This design comes from an exercise in tuning for small area, a short achievable clock period and few clock cycles per item on the open sky130 flow, not from production work. Function was checked by simulation only, so behaviour that the tests miss may differ from the original. Power figures rest on the tool's default switching activity, not on a simulated workload.

Design pe_injection_port, start of the top module:
module pe_injection_port #(
    parameter int phit_size               = noc_pkg::PHIT_SIZE,
    parameter int flit_size               = 1,
    parameter int addr_length             = 8,
    parameter int addr_place_in_header    = 0,
    parameter int no_vc                   = 8,
    parameter int floorplusone_log2_no_vc = noc_pkg::VC_IDX_W,
    parameter int buf_depth               = 4
) (
    input  logic                               clk,
    input  logic                               full_reset,
    input  logic [phit_size-1:0]               in_data,
    input  logic                               in_sent_req,
    input  logic                               in_new,
    input  logic [floorplusone_log2_no_vc-1:0] in_vc_no,
    output logic                               out_ready,
    output logic [phit_size-1:0]               out_data,
    output logic                               out_sent_req,
    output logic                               out_new,
    output logic                               out_tail,
    output logic [floorplusone_log2_no_vc-1:0] out_vc_no,
    input  logic                               in_ready,
    output logic [addr_length-1:0]             out_dest_addr,
    output logic                               protocol_error,
    output logic [31:0]                        no_packet_inject_report,
    output logic [31:0]                        stall_cycles_report
);
Size: about 2,200 cells after synthesis, about 840 flip-flops, roughly 33,000 sq um of cells after synthesis.
export LEC_CHECK = 0
export CAP_MARGIN = 20
export CORE_MARGIN = 2
export CORE_UTILIZATION = 60
export CTS_CLUSTER_DIAMETER = 120
export CTS_CLUSTER_SIZE = 32
export SETUP_SLACK_MARGIN = 3.55
export SLEW_MARGIN = 20
export SYNTH_HIERARCHICAL = 1
create_clock -name core_clock -period 7.0 [get_ports {clk}]
standard.sh (not shown) runs the stock make flow with config.mk's settings and CLKGATE_MAP_FILE= SYNTH_SCRIPT=/design/flow/synth_recipe.tcl, a recipe that flattens the netlist after the stock synthesis.
==> flow/flow/run.sh <==
#!/bin/bash
# The standard layout (standard.sh, unchanged synthesis and steps), with one
# change: the port buffers that global placement inserts are plain
# sky130_fd_sc_hd__buf_1 cells instead of the delay buffers buffer_ports
# picks by default; timing repair still resizes them where needed.
# All of ORFS's output goes to standard.log here, and its per-step logs stay
# under orfs/logs/.
set -euo pipefail
export BUFFER_PORTS_ARGS="-buffer_cell sky130_fd_sc_hd__buf_1"
bash standard.sh > standard.log 2>&1
Testbench counts at the start, summed over its fixed seeds: cycles 10,595, packets 2,400.
Edit:
--- a/flow/config.mk
+++ b/flow/config.mk
@@ -11,2 +11,2 @@
-export CTS_CLUSTER_DIAMETER = 120
-export CTS_CLUSTER_SIZE = 32
+export CTS_CLUSTER_DIAMETER = 100
+export CTS_CLUSTER_SIZE = 25
Result:
- cell count is about the same
- count of clock-buffer cells in the layout is higher by 7
- design area is higher by 0.66%
- first-iteration DRC count is lower by about 5%
- routed wire length is higher by 1.0%
- hold slack degrades by 5.1 ps
- area after synthesis stays the same
- critical path depth does not change
- fmax is higher by about 0.64%
- via count is higher by 1.3%
- setup slack improves by 23 ps
Edit:
--- a/flow/config.mk
+++ b/flow/config.mk
@@ -11,2 +11,3 @@
-export CTS_CLUSTER_DIAMETER = 100
-export CTS_CLUSTER_SIZE = 25
+export CTS_BUF_LIST = sky130_fd_sc_hd__clkbuf_8
+export CTS_CLUSTER_DIAMETER = 60
+export CTS_CLUSTER_SIZE = 16
What happened: Power shrinks by 1.7%. Maximum frequency shrinks by 2.0%. Via count grows by 0.41%. Design area shrinks by 0.36%. Final cell count grows by about 1.6%. Worst hold slack hardly moves. Routed wire length grows by 0.49%. Clock power shrinks by about 6%. Sequential share of layout area grows by 0.24 points. Clock skew grows by 9.0 ps.
Edit:
--- a/flow/config.mk
+++ b/flow/config.mk
@@ -7,0 +8 @@
+export ABC_AREA = 1
@@ -11,3 +12,2 @@
-export CTS_BUF_LIST = sky130_fd_sc_hd__clkbuf_8
-export CTS_CLUSTER_DIAMETER = 60
-export CTS_CLUSTER_SIZE = 16
+export CTS_CLUSTER_DIAMETER = 100
+export CTS_CLUSTER_SIZE = 25
Effect: Global-route usage stays flat. Routed wire length increases by a few percent. Synthesized cell count increases by well over a third. Sequential share of layout area fell by 5.0 points. Cell area went up by a little under a tenth. Clock-buffer cell count grows by 6. Non-clock buffer count grows by 37. Die area climbs by a few percent.

==> static timing again, ports no longer ideal <==
The results above use ideal ports. As a check the final layouts listed here were re-extracted and re-timed, cells and wires unchanged.
Step 1 (the two cells are an assumption about what drives the block):
set clk [get_ports {clk}]
set_driving_cell -lib_cell sky130_fd_sc_hd__clkbuf_16 $clk
set_driving_cell -lib_cell sky130_fd_sc_hd__buf_2 [delete_from_list [all_inputs] $clk]
Step 2 also shifts input and output timing later by t, the mid clock arrival at the registers, as if the neighbouring blocks saw the same clock.
Three values: no drivers, after step 1, after step 2; two values: the first two.
| run | t, ns | setup WS [ns] | worst setup path at the end | slew at the worst register clock pin (ns) | pins driven straight from the clock port |
|---|---|---|---|---|---|
| the first run | 0.703 | 3.451 / 3.336 / 2.866 | input to register | 0.13 / 0.13 | 1 |
| the second run | 0.656 | 3.474 / 3.383 / 2.879 | input to register | 0.10 / 0.10 | 1 |
| the third run | 0.770 | 3.403 / 3.270 / 2.791 | input to register | 0.11 / 0.11 | 1 |
| the fourth run | 0.653 | 3.404 / 3.344 / 2.986 | input to register | 0.10 / 0.10 | 1 |
After both steps every run listed still meets setup and hold. For the third run, which loses most, drivers alone change the setup slack by -0.133 ns; drivers and shift together by -0.612 ns.
